From an optimization exercise on the open Yosys and OpenROAD flow, aimed at small area; shortcuts taken in it are not production practice. Where RTL was checked, it was by simulation tests only, not by an equivalence proof against the original. Function not checked in runs 4 and 5: the RTL went through the layout flow alone. Power figures rest on the tool's default switching activity, not on a simulated workload. The flow treats the clock pin as an ideal source, which a real chip does not have.

--- design.v ---
module data_memory_responder #(
  parameter int DEPTH       = 32,
  parameter int WAIT_STATES = 2
) (
  input  logic        CLK,
  input  logic        RESET_N,
  input  logic        MemRead_control,
  input  logic        MemWrite_control,
  input  logic [63:0] Address,
  input  logic [63:0] Write_data,
  output logic [63:0] Read_data,
  output logic        Mem_ready,
  output logic        Mem_busy,
  output logic        Mem_error
);
  localparam int AW = $clog2(DEPTH);
  logic [1:0]    state;
  logic          idle, accept, live_mis;
  logic          cap_ld, cap_mis;
  logic [AW-1:0] cap_idx, live_idx;
  logic [DEPTH-1:0] valid;
  logic [63:0]   mem [DEPTH];
  assign live_mis = |Address[2:0];
  assign live_idx = Address[AW+2:3];
  assign idle     = (state == 2'd0);
  assign accept   = idle && (MemRead_control ^ MemWrite_control);
  always_ff @(posedge CLK or negedge RESET_N) begin
    if (!RESET_N) state <= 2'd0;
    else if (!idle || accept) state <= state + 2'd1;
  end
  always_ff @(posedge CLK) begin
    if (idle) begin
      cap_idx <= live_idx;
      cap_ld  <= MemRead_control && !live_mis;
      cap_mis <= live_mis;
    end
  end
  always_ff @(posedge CLK or negedge RESET_N) begin
    if (!RESET_N) valid <= '0;
    else if (accept && MemWrite_control && !live_mis) valid[live_idx] <= 1'b1;
  end
  always_ff @(posedge CLK) begin
    if (accept && MemWrite_control && !live_mis) mem[live_idx] <= Write_data;
  end
  always_ff @(posedge CLK or negedge RESET_N) begin
    if (!RESET_N) Read_data <= '0;
    else if (state == 2'd2 && cap_ld) Read_data <= valid[cap_idx] ? mem[cap_idx] : 64'd0;
  end
  assign Mem_busy  = !idle;
  assign Mem_ready = (state == 2'd3);
  assign Mem_error = Mem_ready && cap_mis;
endmodule
--- run.sh ---
#!/bin/bash
# synth_recipe.tcl (not shown) runs the flow's synth.tcl, then flattens the netlist and writes it again
# the make line also repeats each setting of config.mk as NAME=value (left out here)
make -C /OpenROAD-flow-scripts/flow DESIGN_CONFIG=/design/flow/config.mk WORK_HOME=/design/flow/orfs CLKGATE_MAP_FILE= SYNTH_SCRIPT=/design/flow/synth_recipe.tcl finish
--- config.mk ---
export PLATFORM = sky130hd
export DESIGN_NAME = data_memory_responder
export DESIGN_NICKNAME = data_memory_responder
export VERILOG_FILES = /design/flow/design.v
export SDC_FILE = /design/flow/constraint.sdc
export NUM_CORES = 4
export LEC_CHECK = 0
export CAP_MARGIN = 20
export CORE_MARGIN = 2
export CORE_UTILIZATION = 30
export SLEW_MARGIN = 20
--- constraint.sdc ---
create_clock -name core_clock -period 5.0 [get_ports {CLK}]
set_input_delay 1.0000 -clock core_clock [delete_from_list [all_inputs] [get_ports {CLK}]]
set_output_delay 1.0000 -clock core_clock [all_outputs]
set_load 0.01 [all_outputs]
==> results_dict.tcl, run 1 <==
set metrics [dict create \
    top_level_ports 199 \
    startpoint_type "flop" \
    path_class "reg -> reg" \
    synthTopCellsByArea "edfxtp_1 75%, mux4_2 13%, mux2i_1 3.0%" \
    finalClockSkew_ns 0.0255 \
    antenna_found_initial 24 \
    postCtsSetupRepairBufs 0 \
    cts.sinks 2158 \
    status "no timing/DRC/antenna violations" \
    hold_class "in -> async" \
    fp-row-count 192 \
    maxCapViolations 0 \
    synth_area_mm2 0.0826 \
    async_flop_share_pct 4.54 \
    grt_pass1_vias 40300 \
    grt_busiest_layer "met2" \
    mostFrequentLayoutCell "edfxtp_1" \
    synth.distinct_cells 48 \
    final_cell_mix "2055 x edfxtp_1, 465 x mux4_2, 248 x mux2i_1" \
    wl_um 208000 \
    cpMaxStageDelayCell "o32ai_1" \
    overflow 0 \
    slew_viol_final 0 \
    dpl-instance-area_mm2 0.0892 \
    area_growth_syn_to_layout_pct 15.5 \
    vdd_drop_max_v 0.000360 \
    core_mm2 0.274 \
    use_met1_pct 20.6 \
    clock_path_buffers 3 \
    crit_top_cell "buf_4" \
    fin_util_pct 34.8 \
    fp.dieH_um 529 \
    cts_tree "yes" \
    cp.required_ns 5.75 \
    vias 39600 \
    rsz0062_at_grt "false" \
    setup_viol 0 \
    syn_area_per_cell_um2 22.3 \
    endpoint_kind "flop" \
    ys_seq_elements 2158 \
    grt_max_degree 100 \
    die_w_um 529 \
    synthFlopType "edfxtp_1" \
    syn_nets 3838 \
    slew_headroom_pct 11.7 \
    cpPeakStageDelay_ns 1.13 \
    yosys.area.top_type "edfxtp_1" \
    ant_nets 0 \
    cts.clk_slew.worst_paths_ns 0.06 \
    ys_seq_area_share_pct 77.8 \
    layout.cells.non_filler 7726 \
    netlist_instances 3699 \
    arrival_ns 4.57 \
    grt_use_met3_pct 2.23 \
    h-tree-depth 4 \
    p_per_area_mw_per_mm2 498 \
    dr.pass1.iters 5 \
    final_net_count 4096 \
    cts-root-buf "clkbuf_16" \
    dp_hpwl_um 112000 \
    grt_use_met2_pct 23.8 \
    dieArea_mm2 0.280 \
    tns_ns 0 \
    fillers 25200 \
    dp_cells 7340 \
    portBuffers 142 \
    ctsHoldBuffers 0 \
    initial_core_util_pct 30.2 \
    worstPathCellList "inv_2 -> nor2_1 -> buf_4 -> a221oi_1 -> o32ai_1 -> buf_4 -> a22o_1" \
    clk_latency_ns 0.83 \
    ys_warn_count 1 \
    hold_viol 0 \
    fmax_mhz 262 \
    p_leak_uw 0.0301 \
    min_period_ns 3.82 \
    path_max_fanout 54 \
    viasPerCell 5.12 \
    route.detailed.drc 0 \
    synth_edf_count 2055 \
    drt_iter0_drc 4095 \
    grt_pass1_wl_um 298000 \
    design_area_mm2 0.0954 \
    worst_pin_slew_ns 1.32 \
    track_usage_pct 14.7 \
    power_uw 47600 \
    drive_above_1_share_pct 24.4 \
    cts_resized 0 \
    timing.final.crit_share_pct 76.3 \
    cts_buffers 204 \
    synth_top_area_share_pct 74.7 \
    gp_congestion 0.755 \
    wl_per_cell_um 26.9 \
]
[metal layers]
metal	vias to the layer above	share of wire (%)
met5	-	0.027
met4	10	2.3
met3	302	6.6
met2	1411	48
met1	21500	43
li1	16300	-
[through the flow]
stage / setup slack (ns) / hold WS (ns)
final: 1.18 / 0.157
after global routing: 1.29 / 0.158
after floorplan: -0.202 / 0.432
after CTS: 1.31 / 0.145
after global placement: 0.729 / 0.453
after detailed placement: 0.796 / 0.458
[cell type report]
class	count	area, um2	area share [%]
repair buffers	268	2680	2.81
multi-input cells	1312	17400	18.3
clock buffers	258	5360	5.62
diodes	4	10.0	0.0105
well taps	3589	4490	4.71
clock inverters	124	1100	1.15
flip-flops and latches	2158	64300	67.4
inverters	13	56.3	0.0590
[power breakdown]
group	internal (uW)	leakage (uW)	switching, uW	total (uW)
Combinational	5340	0.00706	6890	12200
Clock	8390	0.00316	6710	15100
Sequential	19900	0.0199	333	20200
[registers in the layout (all words and copies together) (netlist names), named ones only]
signal / flops
cap_mis: 1
cap_idx: 5
Read_data: 64
cap_ld: 1
valid: 32
mem: 2048
state: 2
[path summary, 6_finish.rpt]
| check | startpoint | end | slack [ns] | cells past startpoint |
|---|---|---|---|---|
| worst min-delay path | RESET_N | Read_data[22] | 0.16 | 1 |
| worst max register to register | flop | Read_data[18] | 1.18 | 7 |
| min in group core_clock | valid[31] | valid[31] | 0.47 | 1 |
| worst min register to register | valid[31] | valid[31] | 0.47 | 1 |
| worst max-delay path | flop | Read_data[18] | 1.18 | 7 |
| max in group asynchronous | RESET_N | valid[9] | 3.70 | 2 |
[cells in the mapped netlist (all sizes together), types with 3 or more instances]
cell type / count
dfrtp: 98
mux2: 8
ha: 7
a221oi: 122
a21oi: 50
edfxtp: 2055
mux2i: 248
or3: 3
o32ai: 11
dfxtp: 5
and2: 3
o22ai: 3
inv: 13
nand2: 69
nor3: 40
o31ai: 51
a22o: 64
nand2b: 41
or2: 11
a211oi: 11
clkbuf: 100
o21bai: 31
o221ai: 12
buf: 116
nor2: 42
mux4: 465
[kinds of logic (layout without fill, tap and decap cells)]
kind of cell	Yosys count	after routing	synth area share, %
XOR/XNOR	3	3	0.0318
buffers and inverters	229	663	1.41
adder cells (fa/ha/maj)	7	7	0.106
flip-flops	2158	2158	77.8
other	0	4	0
AO/OA/AOI/OAI	363	363	3.60
multiplexers	721	721	15.8
AND/OR/NAND/NOR	218	218	1.26
[critical path: cells and delay by family (launching register included)]
| family | cells | cell delay (ns) |
|---|---|---|
| buf+inv | 3 | 0.64 |
| simple gates | 1 | 0.79 |
| flops | 1 | 0.93 |
| compound gates | 3 | 1.36 |
==> run 2: changes to the inputs <==
==> design.v (replaced) <==
module data_memory_responder #(
  parameter int DEPTH       = 32,
  parameter int WAIT_STATES = 2
) (
  input  logic        CLK,
  input  logic        RESET_N,
  input  logic        MemRead_control,
  input  logic        MemWrite_control,
  input  logic [63:0] Address,
  input  logic [63:0] Write_data,
  output logic [63:0] Read_data,
  output logic        Mem_ready,
  output logic        Mem_busy,
  output logic        Mem_error
);
  logic [1:0]  state, state_nxt;
  logic [1:0]  rot, rot_nxt;
  logic        idle, accept, live_mis;
  logic        cap_ld, cap_mis, wr_pend, wr_pend_nxt;
  logic [4:0]  cap_idx, idx_nxt;
  logic [63:0] wr_buf, rd_buf, rd_tap;
  logic [31:0] valid;
  logic [63:0] ring [8][4];
  logic [7:0]  wr_fire, wr_fire_nxt;
  logic [15:0] tap_sel, tap_sel_nxt;
  logic        rd_live, rd_buf_sel, commit_nxt;
  assign live_mis = |Address[2:0];
  assign idle      = (state == 2'd0);
  assign accept    = idle && (MemRead_control ^ MemWrite_control);
  assign state_nxt = (!idle || accept) ? state + 2'd1 : state;
  assign rot_nxt   = rot + 2'd1;
  assign idx_nxt   = idle ? Address[7:3] : cap_idx;
  always_ff @(posedge CLK or negedge RESET_N) begin
    if (!RESET_N) begin
      state <= 2'd0;
      rot   <= 2'd0;
    end else begin
      state <= state_nxt;
      rot   <= rot_nxt;
    end
  end
  always_ff @(posedge CLK) begin
    if (idle) begin
      cap_idx <= Address[7:3];
      cap_ld  <= MemRead_control && !live_mis;
      cap_mis <= live_mis;
      wr_buf  <= Write_data;
    end
  end
  always_comb begin
    wr_pend_nxt = accept ? (MemWrite_control && !live_mis) : (wr_pend && !(|wr_fire));
    for (int r = 0; r < 8; r++)
      wr_fire_nxt[r] = wr_pend_nxt && (idx_nxt[4:2] == 3'(r)) && (2'(idx_nxt[1:0] + rot_nxt) == 2'd3);
  end
  always_ff @(posedge CLK or negedge RESET_N) begin
    if (!RESET_N) begin
      wr_pend <= 1'b0;
      wr_fire <= '0;
    end else begin
      wr_pend <= wr_pend_nxt;
      wr_fire <= wr_fire_nxt;
    end
  end
  always_ff @(posedge CLK or negedge RESET_N) begin
    if (!RESET_N) valid <= '0;
    else if (|wr_fire) valid[cap_idx] <= 1'b1;
  end
  always_ff @(posedge CLK) begin
    for (int r = 0; r < 8; r++) begin
      ring[r][0] <= wr_fire[r] ? wr_buf : ring[r][3];
      ring[r][1] <= ring[r][0];
      ring[r][2] <= ring[r][1];
      ring[r][3] <= ring[r][2];
    end
  end
  always_comb begin
    for (int r = 0; r < 8; r++) begin
      tap_sel_nxt[2*r]   = (idx_nxt[4:2] == 3'(r)) && (2'(idx_nxt[1:0] + rot_nxt) == 2'd0);
      tap_sel_nxt[2*r+1] = (idx_nxt[4:2] == 3'(r)) && (2'(idx_nxt[1:0] + rot_nxt) == 2'd2);
    end
    rd_tap = '0;
    for (int r = 0; r < 8; r++)
      rd_tap = rd_tap | ({64{tap_sel[2*r]}} & ring[r][0]) | ({64{tap_sel[2*r+1]}} & ring[r][2]);
  end
  always_ff @(posedge CLK) begin
    tap_sel <= tap_sel_nxt;
    rd_buf  <= rd_tap;
  end
  assign commit_nxt = (state_nxt == 2'd2) && cap_ld && valid[cap_idx];
  always_ff @(posedge CLK or negedge RESET_N) begin
    if (!RESET_N) begin
      rd_live    <= 1'b0;
      rd_buf_sel <= 1'b0;
    end else begin
      rd_live    <= commit_nxt && !(idx_nxt[0] ^ rot_nxt[0]);
      rd_buf_sel <= commit_nxt &&  (idx_nxt[0] ^ rot_nxt[0]);
    end
  end
  always_ff @(posedge CLK or negedge RESET_N) begin
    if (!RESET_N) Read_data <= '0;
    else if (state == 2'd2 && cap_ld)
      Read_data <= ({64{rd_live}} & rd_tap) | ({64{rd_buf_sel}} & rd_buf);
  end
  assign Mem_busy  = !idle;
  assign Mem_ready = (state == 2'd3);
  assign Mem_error = Mem_ready && cap_mis;
endmodule
--- a/config.mk
+++ b/config.mk
@@ -9,3 +9,5 @@
 export CORE_MARGIN = 2
 export CORE_UTILIZATION = 30
+export CTS_BUF_LIST = sky130_fd_sc_hd__clkbuf_4 sky130_fd_sc_hd__clkbuf_8
+export CTS_CLUSTER_SIZE = 30
 export SLEW_MARGIN = 20
==> run 2 against run 1 <==
Effect of this change:
- maximum frequency is 7.7% higher
- area after synthesis is 26% lower
- utilization is 1.2 points higher
- still clean
- highest routed layer unchanged
- synthesized cell count is 7.2% higher
- design area is 24% lower
- critical endpoint is now Mem_busy
- sequential power is 13% higher
==> results_dict.tcl, run 2 <==
set metrics [dict create \
    pwr-share-clk_pct 38.8 \
    dp_hpwl_um 83700 \
    regToRegEndpoint "wr_fire[4]" \
    ys_seq_area_share_pct 77.6 \
    drt_iter0_drc 1975 \
    ff2ff_path_depth 7 \
    route.detailed.drc 0 \
    min_period_ns 3.54 \
    gp_congestion 0.722 \
    mostFrequentLayoutCell "dfxtp_1" \
    cts_buffers 356 \
    antenna_found_initial 10 \
    dieArea_mm2 0.207 \
    portBuffers 142 \
    r2r_start "state[0]" \
    p_per_area_mw_per_mm2 569 \
    initial_core_util_pct 30.2 \
    track_usage_pct 15.3 \
    crit_top_cell "inv_1" \
    async_flop_share_pct 4.81 \
    regArea_mm2 0.0476 \
    synth_area_mm2 0.0611 \
    hold_end "ring[14][2]" \
    path_class "reg -> out" \
    final_cell_mix "2117 x dfxtp_1, 512 x mux2_2, 441 x clkbuf_8" \
    finalClockSkew_ns 0.0851 \
    p_int_uw 31000 \
    arrival_ns 2.54 \
    timing.final.crit_share_pct 70.9 \
    fillers 19200 \
    worst_pin_slew_ns 1.11 \
    cts-root-buf "clkbuf_8" \
    clock_path_buffers 4 \
    grt_pass1_wl_um 236000 \
    clk_latency_ns 1.05 \
    critPathTopFamily "buffers and inverters" \
    status "no timing/DRC/antenna violations" \
    r2r_slack_ns 2.18 \
    ant_nets 0 \
    ys_seq_elements 2310 \
    vdd_drop_max_v 0.000243 \
    cpMaxStageDelayCell "clkdlybuf4s50_1" \
    hold_start "ring[13][2]" \
    syn_area_per_cell_um2 15.4 \
    path_buf_inv 3 \
    drive_above_1_share_pct 26.4 \
    post_synth_and_or_nand_nor_area_fraction_pct 1.65 \
    pwr-share-seq_pct 55.3 \
    syn_nets 4106 \
    core_mm2 0.202 \
    rsz0062_at_grt "false" \
    grt_max_degree 74 \
    cpPeakStageDelay_ns 0.51 \
    synth_edf_count 66 \
    netlist_instances 3966 \
    ys_warn_count 2 \
    dpl-instance-area_mm2 0.0655 \
    startpoint_type "flop" \
    dr.pass1.iters 5 \
    fp-row-count 165 \
    p_sw_uw 10500 \
    design_area_mm2 0.0729 \
    netlist_top_cells_count "2133 x dfxtp_1, 512 x mux2_2, 256 x a221oi_1, 256 x a22o_1, 127 x clkbuf_1" \
    synth_compound_area_share_pct 9.22 \
    synth_most_common_cell "dfxtp_1" \
    synthFlopType "dfxtp_1" \
    fp.dieH_um 455 \
    synth_top_family_by_area "multiplexers" \
    p_leak_uw 0.0289 \
    synthTopCellsByArea "dfxtp_1 70%, mux2_2 9.4%, dfrtp_1 4.5%" \
    swShare_pct 25.3 \
    hold_class "reg -> reg" \
    fmax_mhz 282 \
    maxCapViolations 0 \
    final_net_count 4436 \
    h-tree-depth 5 \
    yosys.area.top_type "dfxtp_1" \
    cts_tree "yes" \
    wl_per_cell_um 22.4 \
    cts_resized 0 \
    top_register "ring" \
    synth_top_area_share_pct 69.8 \
    path_max_fanout 16 \
    fin_util_pct 36.0 \
    endpoint_kind "output pin" \
    vias 33000 \
    holdPathStages 0 \
    setup_viol 0 \
    die_w_um 455 \
    cts.clk_slew.worst_paths_ns 0.06 \
    postCtsSetupRepairBufs 0 \
    multi_input_area_mm2 0.0128 \
    slew_headroom_pct 25.9 \
    cts.sinks 2310 \
    cp.required_ns 4.00 \
    ctsHoldBuffers 1 \
    area_growth_syn_to_layout_pct 19.2 \
    synthMuxAreaShare_pct 9.83 \
    wl_um 162000 \
    synthAdderAreaFrac_pct 0.164 \
    synth.distinct_cells 43 \
    tns_ns 0 \
    slew_viol_final 0 \
    combinationalPowerShare_pct 5.9 \
    viasPerCell 4.56 \
    grt_pass1_vias 35200 \
    synth-xor-area-share_pct 0.0860 \
    top_level_ports 199 \
    hold_viol 0 \
    worstPathCellList "inv_1 -> ha_4 -> inv_1 -> clkdlybuf4s50_1" \
    largest_reg_flops 2048 \
    overflow 0 \
]
## run 2: changes by cell type in the layout (fill, tap and decap cells not counted), sizes merged, moves of 192 or more
cell    before   now
dfxtp        5  2133
a22o        64   256
mux2         8   512
mux4       465     5
edfxtp    2055    66
clkbuf     258   555
mux2i      248    13
## run 2: worst max-delay path by stage
stage / start / to / slack (ns) / cells past startpoint
floorplan: state[0] / tap_sel[0] / 1.26 / 10
global placement: Address[1] / wr_fire[3] / 1.77 / 5
detailed placement: Address[1] / wr_fire[2] / 1.79 / 5
CTS: state[0] / Mem_busy / 1.24 / 4
global route: state[0] / Mem_busy / 1.25 / 4
finish: state[0] / Mem_busy / 1.46 / 4
## run 2: cell families after synthesis
kind of cell,count (synthesis)
AOI/OAI and AO/OA,687
adders and majority gates,8
buffers and inverters,217
and+or+nand+nor,208
muxes,530
xor gates and xnor gates,6
DFF,2310
## run 2: routing by layer
metal  wire length [um]  global-route usage [%]
met1              74000                    20.0
met2              75400                    24.5
met3               7640                    3.54
met4               4890                    5.73
met5                 34                       0
## run 2: final cells by class
type	count	share of cell area (%)
well taps	2672	4.59
clock inverters	63	0.685
inverters	10	0.0515
repair buffers	179	2.34
clock buffers	555	9.50
diodes	2	0.00687
multi-input cells	1439	17.6
flip-flops and latches	2310	65.2
## run 2: metrics by stage
stage | hold WS [ns] | worst slack (ns) | total power [uW] | std cells
2_1_floorplan | 0.310 | 1.26 | 23800 | 3966
3_3_place_gp | 0.310 | 1.77 | 25700 | 6609
3_5_place_dp | 0.312 | 1.79 | 25800 | 6609
4_1_cts | 0.274 | 1.24 | 41900 | 7228
5_1_grt | 0.280 | 1.25 | 43100 | 7230
6_report | 0.254 | 1.46 | 41500 | 7230
## run 2: power groups by stage
stage	sequential [uW]	clock [uW]	combinational [uW]
after floorplan	22000	0	1830
after global placement	23200	0	2440
after detailed placement	23300	0	2480
after CTS	22900	16400	2500
after global routing	23200	17300	2620
final	22900	16100	2440
==> run 3: changes to the inputs <==
--- a/config.mk
+++ b/config.mk
@@ -9,5 +9,3 @@
 export CORE_MARGIN = 2
 export CORE_UTILIZATION = 30
-export CTS_BUF_LIST = sky130_fd_sc_hd__clkbuf_4 sky130_fd_sc_hd__clkbuf_8
-export CTS_CLUSTER_SIZE = 30
 export SLEW_MARGIN = 20
==> run 3 against run 2 <==
Effect of this change:
- still clean on timing, DRC and antenna
- non-clock buffer count fell by 1
- worst setup slack gained 0.16 ns
- utilization fell by 0.16 points
- routed wire length shrank 1.5%
- sequential share of layout area increased by 0.28 points
==> results_dict.tcl, run 3 <==
set metrics [dict create \
    synth_edf_count 66 \
    final_cell_mix "2117 x dfxtp_1, 512 x mux2_2, 256 x a22o_1, 256 x a221oi_1, 212 x clkbuf_16" \
    viasPerCell 4.59 \
    critPathTopFamily "buffers and inverters" \
    synth.distinct_cells 43 \
    ff2ff_path_depth 7 \
    cpMaxStageDelayCell "clkdlybuf4s50_1" \
    antenna_found_initial 13 \
    hold_viol 0 \
    worst_pin_slew_ns 1.14 \
    cts-root-buf "clkbuf_16" \
    vdd_drop_max_v 0.000280 \
    syn_nets 4106 \
    synth_top_area_share_pct 69.8 \
    endpoint_kind "output pin" \
    die_w_um 455 \
    crit_top_cell "inv_1" \
    netlist_top_cells_count "2133 x dfxtp_1, 512 x mux2_2, 256 x a221oi_1, 256 x a22o_1, 127 x clkbuf_1" \
    startpoint_type "flop" \
    slew_headroom_pct 24.2 \
    path_class "reg -> out" \
    ys_seq_area_share_pct 77.6 \
    wl_per_cell_um 22.8 \
    overflow 0 \
    core_mm2 0.202 \
    status "no timing/DRC/antenna violations" \
    wl_um 160000 \
    syn_area_per_cell_um2 15.4 \
    worstPathCellList "inv_1 -> ha_4 -> inv_1 -> clkdlybuf4s50_1" \
    grt_max_degree 74 \
    hold_class "in -> async" \
    path_buf_inv 3 \
    arrival_ns 2.39 \
    fin_util_pct 35.9 \
    fp.dieH_um 455 \
    top_register "ring" \
    cts_resized 0 \
    synthTopCellsByArea "dfxtp_1 70%, mux2_2 9.4%, dfrtp_1 4.5%" \
    ctsHoldBuffers 0 \
    async_flop_share_pct 4.81 \
    cp_num_cells 4 \
    postCtsSetupRepairBufs 0 \
    largest_reg_flops 2048 \
    setup_viol 0 \
    fp-row-count 165 \
    cts_tree "yes" \
    p_leak_uw 0.0285 \
    netlist_instances 3966 \
    cpPeakStageDelay_ns 0.51 \
    synthFlopType "dfxtp_1" \
    min_period_ns 3.39 \
    maxCapViolations 0 \
    grt_pass1_wl_um 233000 \
    grt_pass1_vias 33800 \
    path_max_fanout 16 \
    dp_hpwl_um 83700 \
    synth_area_mm2 0.0611 \
    fmax_mhz 295 \
    gp_congestion 0.722 \
    ys_warn_count 2 \
    fillers 19100 \
    ant_nets 0 \
    p_per_area_mw_per_mm2 574 \
    tns_ns 0 \
    regArea_mm2 0.0476 \
    slew_viol_final 0 \
    track_usage_pct 15.1 \
    drt_iter0_drc 2110 \
    cp.required_ns 4.00 \
    rsz0062_at_grt "false" \
    route.detailed.drc 0 \
    cts.sinks 2310 \
    synth_most_common_cell "dfxtp_1" \
    final_net_count 4284 \
    portBuffers 142 \
    clock_path_buffers 3 \
    dieArea_mm2 0.207 \
    h-tree-depth 4 \
    ys_seq_elements 2310 \
    vias 32100 \
    top_level_ports 199 \
    clk_latency_ns 0.83 \
    cts_buffers 205 \
    cts.clk_slew.worst_paths_ns 0.07 \
    initial_core_util_pct 30.2 \
    multi_input_area_mm2 0.0128 \
    mostFrequentLayoutCell "dfxtp_1" \
    dr.pass1.iters 5 \
    finalClockSkew_ns 0.0452 \
    drive_above_1_share_pct 21.5 \
    yosys.area.top_type "dfxtp_1" \
    area_growth_syn_to_layout_pct 18.7 \
    r2r_slack_ns 2.16 \
    timing.final.crit_share_pct 67.7 \
]
-- run 3: changes by cell type in the layout (fill, tap and decap cells not counted), sizes merged --
cell,previous run,this run
bufinv,6,15
clkbuf,555,306
clkinvlp,7,4
diode,2,1
dlygate4sd3,1,0
inv,13,25
-- run 3: power by group --
group,total [uW],internal (uW),leakage (uW),switching [uW]
combinational,2440,944,0.00558,1490
clock,16300,9370,0.00353,6960
sequential,22900,20900,0.0194,1980
total,41700,31300,0.0285,10400
-- run 3: cell type report --
cell class | instances | area share (%)
flip-flops and latches | 2310 | 65.5
multi-input cells | 1439 | 17.7
clock buffers | 306 | 8.50
well taps | 2672 | 4.61
repair buffers | 178 | 2.33
clock inverters | 81 | 1.32
inverters | 10 | 0.0517
diodes | 1 | 0.00345
-- run 3: metrics by stage --
stage	total power, uW	cell area [um2]	setup slack, ns	hold slack, ns	cells
after detailed placement	25800	65500	1.79	0.312	6609
final	41700	72600	1.61	0.248	6997
after CTS	42100	72600	1.42	0.215	6996
after global placement	25700	65500	1.77	0.310	6609
after global routing	43200	72600	1.43	0.261	6997
after floorplan	23800	61100	1.26	0.310	3966
-- run 3: per-layer routing --
layer | part of all wire (%) | wire length (um) | track usage [%]
met2 | 46 | 74100 | 24.4
met4 | 3.0 | 4830 | 5.24
met5 | 0.028 | 44 | 0
met1 | 46 | 73400 | 20.2
met3 | 4.6 | 7270 | 2.96
-- run 3: logic make-up (layout without fill, tap and decap cells) --
group / after synthesis / count (layout) / share of synthesized area, %
flip-flops: 2310 / 2310 / 77.6
XOR/XNOR: 6 / 6 / 0.0860
AND/OR/NAND/NOR: 208 / 208 / 1.65
buffers and inverters: 217 / 575 / 1.43
other: 0 / 1 / 0
adder cells (fa/ha/maj): 8 / 8 / 0.164
AO/OA/AOI/OAI: 687 / 687 / 9.22
multiplexers: 530 / 530 / 9.83
-- run 3: path summary, 6_finish.rpt --
path	from	endpoint
worst max register to register	state[0]	wr_fire[2]
max in group asynchronous	RESET_N	Read_data[37]
worst max-delay path	state[0]	Mem_busy
worst min register to register	ring[13][35]	ring[14][35]
worst min-delay path	RESET_N	Read_data[8]
min in group core_clock	ring[13][35]	ring[14][35]
==> run 4: changes to the inputs <==
--- a/design.v
+++ b/design.v
@@ -16,11 +16,11 @@
   logic [1:0]  state, state_nxt;
   logic [1:0]  rot, rot_nxt;
+  logic [2:0]  since_rst;      
   logic        idle, accept, live_mis;
   logic        cap_ld, cap_mis, wr_pend, wr_pend_nxt;
   logic [4:0]  cap_idx, idx_nxt;
   logic [63:0] wr_buf, rd_buf, rd_tap;
-  logic [31:0] valid;
   logic [63:0] ring [8][4];
-  logic [7:0]  wr_fire, wr_fire_nxt;
+  logic [7:0]  wr_fire, wr_fire_nxt, wr_keep;
   logic [15:0] tap_sel, tap_sel_nxt;
   logic        rd_live, rd_buf_sel, commit_nxt;
@@ -33,9 +33,11 @@
   always_ff @(posedge CLK or negedge RESET_N) begin
     if (!RESET_N) begin
-      state <= 2'd0;
-      rot   <= 2'd0;
+      state     <= 2'd0;
+      rot       <= 2'd0;
+      since_rst <= 3'd0;
     end else begin
-      state <= state_nxt;
-      rot   <= rot_nxt;
+      state     <= state_nxt;
+      rot       <= rot_nxt;
+      since_rst <= {since_rst[1:0], 1'b1};
     end
   end
@@ -57,16 +59,14 @@
       wr_pend <= 1'b0;
       wr_fire <= '0;
+      wr_keep <= '0;
     end else begin
       wr_pend <= wr_pend_nxt;
       wr_fire <= wr_fire_nxt;
+      wr_keep <= ~wr_fire_nxt & {8{since_rst[2]}};
     end
-  end
-  always_ff @(posedge CLK or negedge RESET_N) begin
-    if (!RESET_N) valid <= '0;
-    else if (|wr_fire) valid[cap_idx] <= 1'b1;
   end
   always_ff @(posedge CLK) begin
     for (int r = 0; r < 8; r++) begin
-      ring[r][0] <= wr_fire[r] ? wr_buf : ring[r][3];
+      ring[r][0] <= ({64{wr_fire[r]}} & wr_buf) | ({64{wr_keep[r]}} & ring[r][3]);
       ring[r][1] <= ring[r][0];
       ring[r][2] <= ring[r][1];
@@ -77,5 +77,6 @@
     for (int r = 0; r < 8; r++) begin
       tap_sel_nxt[2*r]   = (idx_nxt[4:2] == 3'(r)) && (2'(idx_nxt[1:0] + rot_nxt) == 2'd0);
-      tap_sel_nxt[2*r+1] = (idx_nxt[4:2] == 3'(r)) && (2'(idx_nxt[1:0] + rot_nxt) == 2'd2);
+      tap_sel_nxt[2*r+1] = (idx_nxt[4:2] == 3'(r)) && (2'(idx_nxt[1:0] + rot_nxt) == 2'd2)
+                           && since_rst[1];
     end
     rd_tap = '0;
@@ -87,5 +88,5 @@
     rd_buf  <= rd_tap;
   end
-  assign commit_nxt = (state_nxt == 2'd2) && cap_ld && valid[cap_idx];
+  assign commit_nxt = (state_nxt == 2'd2) && cap_ld;
   always_ff @(posedge CLK or negedge RESET_N) begin
     if (!RESET_N) begin
@@ -99,5 +100,5 @@
   always_ff @(posedge CLK or negedge RESET_N) begin
     if (!RESET_N) Read_data <= '0;
-    else if (state == 2'd2 && cap_ld)
+    else if (rd_live || rd_buf_sel)
       Read_data <= ({64{rd_live}} & rd_tap) | ({64{rd_buf_sel}} & rd_buf);
   end
==> flow/run.sh (new file) <==
#!/bin/bash
# Standard synthesis and layout, with plain buf_1 port buffers and a clock tree of our own settings.
set -euo pipefail
bash standard.sh synth > synth.log 2>&1
bash standard.sh finish \
  BUFFER_PORTS_ARGS="-buffer_cell sky130_fd_sc_hd__buf_1" \
  CTS_ARGS="-sink_clustering_enable -repair_clock_nets -dont_use_dummy_load -buf_list sky130_fd_sc_hd__clkbuf_16 -sink_clustering_size 30 -sink_clustering_max_diameter 80" \
  > layout.log 2>&1
==> standard.sh (new file) <==
#!/bin/bash
# synth_recipe.tcl (not shown) runs the flow's synth.tcl, then flattens the netlist and writes it again
# the make line also repeats each setting of config.mk as NAME=value (left out here)
make -C /OpenROAD-flow-scripts/flow DESIGN_CONFIG=/design/flow/config.mk WORK_HOME=/design/flow/orfs CLKGATE_MAP_FILE= SYNTH_SCRIPT=/design/flow/synth_recipe.tcl "${@:-finish}"
--- a/config.mk
+++ b/config.mk
@@ -8,4 +8,5 @@
 export CAP_MARGIN = 20
 export CORE_MARGIN = 2
-export CORE_UTILIZATION = 30
+export CORE_UTILIZATION = 65
+export PLACE_DENSITY = 0.75
 export SLEW_MARGIN = 20
removed: run.sh
==> run 4 against run 3 <==
Effect of this change:
- total power shrank 28%
- non-clock buffer count grew 3
- largest cell class unchanged
- worst hold slack gained 0.062 ns
- still clean
- sequential share of layout area grew 9.8 points
- final cell count shrank 28%
- combinational power shrank 41%
- clock power shrank about 50%
- global-route usage grew 17 points
- clock skew grew 0.020 ns
==> results_dict.tcl, run 4 <==
set metrics [dict create \
    status "no timing/DRC/antenna violations" \
    async_flop_share_pct 3.93 \
    wl_um 150000 \
    cts_resized 0 \
    yosys.area.top_type "dfxtp_1" \
    area_growth_syn_to_layout_pct 5.78 \
    holdWs_ns 0.310 \
    top_level_ports 199 \
    route.detailed.drc 0 \
    clock_path_buffers 3 \
    path_max_fanout 38 \
    cts-root-buf "clkbuf_16" \
    synth.distinct_cells 36 \
    maxCapViolations 0 \
    portBuffers 142 \
    cts.clk_slew.worst_paths_ns 0.11 \
    cts_buffers 86 \
    drt_iter0_drc 3564 \
    viasPerCell 6.44 \
    clk_latency_ns 0.70 \
    tns_ns 0 \
    ctsHoldBuffers 0 \
    dieArea_mm2 0.0933 \
    rsz0062_at_grt "false" \
    netlist_instances 3902 \
    drive_above_1_share_pct 4.54 \
    postCtsSetupRepairBufs 0 \
    syn_nets 4038 \
    r2r_slack_ns 2.11 \
    grt_pass1_vias 32200 \
    p_leak_uw 0.0245 \
    finalClockSkew_ns 0.0654 \
    power_uw 30000 \
    worstSetupStartpoint "state[0]" \
    arrival_ns 2.14 \
    synth_top_area_share_pct 72.3 \
    top_register "ring" \
    startpoint_type "flop" \
    mostFrequentLayoutCell "dfxtp_1" \
    gp_congestion 0.758 \
    hold_start "ring[13][20]" \
    synthTopCellsByArea "dfxtp_1 72%, a22o_1 12%, dfrtp_1 3.8%" \
    synth_most_common_cell "dfxtp_1" \
    synth_edf_count 66 \
    syn_area_per_cell_um2 15.1 \
    final_cell_mix "2117 x dfxtp_1, 832 x a22o_1, 256 x a221oi_1" \
    ys_warn_count 2 \
    track_usage_pct 31.8 \
    netlist_top_cells_count "2133 x dfxtp_1, 832 x a22o_1, 256 x a221oi_1" \
    largest_reg_flops 2048 \
    slew_headroom_pct 17.3 \
    cts.sinks 2289 \
    fp-row-count 110 \
    initial_core_util_pct 65.6 \
    ys_seq_elements 2289 \
    die_w_um 305 \
    dr.pass1.iters 5 \
    synth_area_mm2 0.0591 \
    antenna_found_initial 3 \
    overflow 0 \
    vdd_drop_max_v 0.000345 \
    core_mm2 0.0900 \
    wl_per_cell_um 29.8 \
    synthFlopType "dfxtp_1" \
    fmax_mhz 318 \
    fp.dieH_um 305 \
    final_net_count 3996 \
    cts_tree "yes" \
    hold_class "reg -> reg" \
    worst_pin_slew_ns 1.24 \
    h-tree-depth 3 \
    endpoint_kind "output pin" \
    cp.required_ns 4.00 \
    ant_nets 0 \
    hold_viol 0 \
    grt_pass1_wl_um 217000 \
    r2r_start "state[0]" \
    path_class "reg -> out" \
    timing.final.crit_share_pct 62.9 \
    grt_max_degree 53 \
    ys_seq_area_share_pct 79.5 \
    min_period_ns 3.14 \
    slew_viol_final 0 \
    p_per_area_mw_per_mm2 479 \
    setup_viol 0 \
    dp_hpwl_um 76100 \
    vias 32500 \
]
## run 4: changes by cell type after synthesis, sizes merged, moves of 33 or more
cell,previous run,this run
a22o,256,832
mux2,512,3
buf,80,163
nand2,79,9
o21ai,70,0
a22oi,64,0
a21o,31,64
## run 4: layout make-up
class                   instances  area [um2]
fillers                      6054       27500
inverters                       8        30.0
clock buffers                  86        2150
flip-flops and latches       2289       47100
repair buffers                181         830
multi-input cells            1294       10900
diodes                          1        2.50
well taps                    1176        1470
## run 4: routing by layer
metal	global-route usage, %	routed length [um]	vias to the layer above
li1	-	-	14100
met1	45.9	64700	16500
met4	10.1	5040	4
met5	0	32	-
met2	49.9	68000	1539
met3	4.58	12300	310
## run 4: logic make-up after synthesis
kind of cell / share of synthesized area (%)
buffers and inverters: 2.06
and+or+nand+nor: 1.11
muxes: 0.0974
xor gates and xnor gates: 0.0847
DFF: 79.5
adders and majority gates: 0.0847
AOI/OAI and AO/OA: 17.1
other: 0.00635
## run 4: final timing paths
check / endpoint / cells after the start
max: Mem_busy / 4
min: ring[14][20] / 0
max reg2reg: tap_sel[6] / 7
min reg2reg: ring[14][20] / 0
max in group asynchronous: Read_data[19] / 2
min in group asynchronous: Read_data[18] / 1
## run 4: where the power goes
group	total, uW	internal, uW	switching, uW
clock	8230	3110	5110
combinational	1430	318	1110
sequential	20300	19000	1320
## run 4: through the flow
stage | utilization, % | instances | worst slack [ns] | cell area (um2)
2_1_floorplan | - | 3902 | 1.19 | 59100
3_3_place_gp | 67.0 | 4948 | 2.12 | 60300
3_5_place_dp | 67.0 | 4948 | 2.08 | 60300
4_1_cts | 69.4 | 5034 | 1.76 | 62500
5_1_grt | 69.4 | 5034 | 1.67 | 62500
6_report | 69.4 | 5035 | 1.86 | 62500
## run 4: critical path, cell delays in order (launching register included)
cell and delay, ns:
dfrtp_1 0.43, inv_1 0.11, ha_4 0.64, inv_1 0.12, buf_1 0.16
==> run 5: changes to the inputs <==
==> flow/run.sh (replaced) <==
#!/bin/bash
# Standard synthesis and layout, with plain buf_1 port buffers and a clock tree of our own settings.
set -euo pipefail
bash standard.sh synth > synth.log 2>&1
bash standard.sh finish \
  BUFFER_PORTS_ARGS="-buffer_cell sky130_fd_sc_hd__buf_1" \
  CTS_ARGS="-sink_clustering_enable -repair_clock_nets -dont_use_dummy_load -buf_list {sky130_fd_sc_hd__clkbuf_8 sky130_fd_sc_hd__clkbuf_16} -root_buf sky130_fd_sc_hd__clkbuf_16 -tree_buf sky130_fd_sc_hd__clkbuf_16 -sink_clustering_buffer sky130_fd_sc_hd__clkbuf_8 -sink_clustering_size 20 -sink_clustering_max_diameter 60" \
  > layout.log 2>&1
==> run 5 against run 4 <==
Effect of this change:
- clock power shrank 3.5%
- first-iteration DRC count fell by 5.9%
- final cell count rose by 0.93%
- critical endpoint unchanged
- still clean
- area after synthesis unchanged
- largest power group unchanged
==> results_dict.tcl, run 5 <==
set metrics [dict create \
    cts_buffers 134 \
    synth_most_common_cell "dfxtp_1" \
    overflow 0 \
    largest_reg_flops 2048 \
    h-tree-depth 4 \
    wl_per_cell_um 29.6 \
    synth_edf_count 66 \
    route.detailed.drc 0 \
    drive_above_1_share_pct 5.71 \
    async_flop_share_pct 3.93 \
    cpPeakStageDelay_ns 0.64 \
    status "no timing/DRC/antenna violations" \
    p_leak_uw 0.0245 \
    area_growth_syn_to_layout_pct 5.58 \
    final_net_count 4044 \
    grt_use_met2_pct 50.2 \
    synthFlopType "dfxtp_1" \
    grt_pass1_wl_um 219000 \
    num_antenna_cells 0 \
    top_register "ring" \
    wl_um 150000 \
    critPathTopFamily "adder cells" \
    fp.dieH_um 305 \
    timing.final.crit_share_pct 63.7 \
    ff2ff_path_depth 7 \
    cpMaxStageDelayCell "ha_4" \
    track_usage_pct 31.9 \
    hold_viol 0 \
    r2r_slack_ns 2.12 \
    dr.pass1.iters 5 \
    vdd_drop_max_v 0.000319 \
    grt_pass1_vias 32700 \
    crit_top_cell "inv_1" \
    slew_headroom_pct 18.7 \
    ys_warn_count 2 \
    syn_area_per_cell_um2 15.1 \
    grt_max_degree 53 \
    p_per_area_mw_per_mm2 476 \
    cts_resized 0 \
    initial_core_util_pct 65.6 \
    tns_ns 0 \
    holdWs_ns 0.297 \
    fillers 6114 \
    finalClockSkew_ns 0.0525 \
    ant_nets 0 \
    path_class "reg -> out" \
    gp_congestion 0.758 \
    grt_use_met3_pct 4.84 \
    dp_hpwl_um 76100 \
    cts_tree "yes" \
    worstPathCellList "inv_1 -> ha_4 -> inv_1 -> buf_1" \
    rsz0062_at_grt "false" \
    fp-row-count 110 \
    core_mm2 0.0900 \
    cts-root-buf "clkbuf_16" \
    dieArea_mm2 0.0933 \
    top_level_ports 199 \
    hold_class "in -> async" \
    postCtsSetupRepairBufs 0 \
    portBuffers 142 \
    cts.clk_slew.worst_paths_ns 0.11 \
    die_w_um 305 \
    startpoint_type "flop" \
    mostFrequentLayoutCell "dfxtp_1" \
    synth.distinct_cells 36 \
    drt_iter0_drc 3354 \
    ctsHoldBuffers 0 \
    regToRegEndpoint "tap_sel[6]" \
    clock_path_buffers 3 \
    path_max_fanout 38 \
    netlist_top_cells_count "2133 x dfxtp_1, 832 x a22o_1, 256 x a221oi_1" \
    setup_viol 0 \
    viasPerCell 6.44 \
    ys_seq_elements 2289 \
    vias 32700 \
    antenna_found_initial 2 \
    r2r_start "state[0]" \
    endpoint_kind "output pin" \
    yosys.area.top_type "dfxtp_1" \
    synth_area_mm2 0.0591 \
    slew_viol_final 0 \
    path_buf_inv 3 \
    maxCapViolations 0 \
    ys_seq_area_share_pct 79.5 \
    grt_busiest_layer "met2" \
    use_met1_pct 46.0 \
    cts.sinks 2289 \
    arrival_ns 2.18 \
    fmax_mhz 314 \
    cp.required_ns 4.00 \
    final_cell_mix "2117 x dfxtp_1, 832 x a22o_1, 256 x a221oi_1" \
    min_period_ns 3.18 \
    synthTopCellsByArea "dfxtp_1 72%, a22o_1 12%, dfrtp_1 3.8%" \
    netlist_instances 3902 \
    synth_top_area_share_pct 72.3 \
    clk_latency_ns 0.73 \
    syn_nets 4038 \
    worst_pin_slew_ns 1.22 \
]
-- run 5: cell counts after synthesis --
No cell type changed its count.
-- run 5: how the worst max path moves through the flow --
stage | from | to | slack (ns) | depth (start not counted)
CTS | state[0] | Mem_busy | 1.72 | 4
global placement | state[0] | tap_sel[12] | 2.12 | 7
floorplan | state[0] | wr_keep[0] | 1.19 | 8
finish | state[0] | Mem_busy | 1.82 | 4
detailed placement | state[0] | tap_sel[12] | 2.08 | 7
global route | state[0] | Mem_busy | 1.62 | 4
-- run 5: cells by family after synthesis --
group | count (synthesis) | share of synthesized area, %
AOI/OAI and AO/OA | 1163 | 17.1
xor gates and xnor gates | 4 | 0.0847
adders and majority gates | 4 | 0.0847
buffers and inverters | 319 | 2.06
DFF | 2289 | 79.5
muxes | 5 | 0.0974
other | 1 | 0.00635
and+or+nand+nor | 117 | 1.11
-- run 5: per-layer routing --
| metal | share of wire [%] | up-vias |
|---|---|---|
| met5 | 0.0086 | - |
| met3 | 8.2 | 337 |
| li1 | - | 14200 |
| met2 | 45 | 1579 |
| met4 | 3.3 | 2 |
| met1 | 43 | 16600 |
-- run 5: worst register-to-register path: cells and delay by family, from the launching register on --
kind / cells / cell delay (ns)
XOR/XNOR: 1 / 0.46
adder cells (fa/ha/maj): 2 / 0.82
buffers and inverters: 1 / 0.11
flip-flops: 1 / 0.44
multiplexers: 1 / 0.44
AND/OR/NAND/NOR: 2 / 0.50
-- run 5: stage by stage --
stage | area, um2 | utilization, % | cells | power [uW] | setup slack (ns)
after global routing | 62400 | 69.3 | 5082 | 30400 | 1.62
after floorplan | 59100 | - | 3902 | 20800 | 1.19
after detailed placement | 60300 | 67.0 | 4948 | 22100 | 2.08
after CTS | 62400 | 69.3 | 5082 | 29600 | 1.72
final | 62400 | 69.3 | 5082 | 29700 | 1.82
after global placement | 60300 | 67.0 | 4948 | 22000 | 2.12
-- run 5: power by group --
| group | internal [uW] | switching (uW) |
|---|---|---|
| combinational | 318 | 1110 |
| clock | 2740 | 5200 |
| sequential | 19000 | 1320 |
| total | 22000 | 7630 |
-- run 5: final cells by class --
type / count / area, um2 / share of cell area [%]
Timing Repair Buffer: 181 / 830 / 1.33
Sequential cell: 2289 / 47100 / 75.5
Multi-Input combinational cell: 1294 / 10900 / 17.5
Clock buffer: 134 / 2040 / 3.26
Tap cell: 1176 / 1470 / 2.36
Inverter: 8 / 30.0 / 0.0481

## afterwards: timing with drivers on the ports
Ports are ideal in the flow. The routed layouts listed here were re-timed in OpenROAD.
Step 1 sets driving cells, clkbuf_16 on the clock port and buf_2 on the other inputs (assumed; they add their load-dependent delay and slew).
Step 2 moves the port delays by t, midway between the first and last clock arrival at a register: inputs arrive t later, outputs are due t later. That takes back most of the time a late clock gives input paths.
a / b / c = no drivers / after step 1 / after step 2; a / b = the first two.
| run | shift t [ns] | setup slack, ns | clock arrival spread, ns | worst data-port slew with drivers (ns) |
|---|---|---|---|---|
| run 1 | 0.918 | 1.184 / 1.184 / 0.778 | 0.037 / 0.038 | 0.17 |
| run 2 | 1.076 | 1.456 / 1.379 / 1.824 | 0.094 / 0.094 | 0.11 |
| run 3 | 0.895 | 1.613 / 1.534 / 1.812 | 0.056 / 0.057 | 0.11 |
| run 4 | 0.732 | 1.857 / 1.789 / 2.115 | 0.069 / 0.068 | 0.08 |
| run 5 | 0.776 | 1.817 / 1.744 / 2.123 | 0.061 / 0.061 | 0.09 |
After both steps every run listed still meets setup and hold. The setup slack of run 1, which loses most, moves by 0.000 ns with the drivers and by -0.406 ns with both steps.
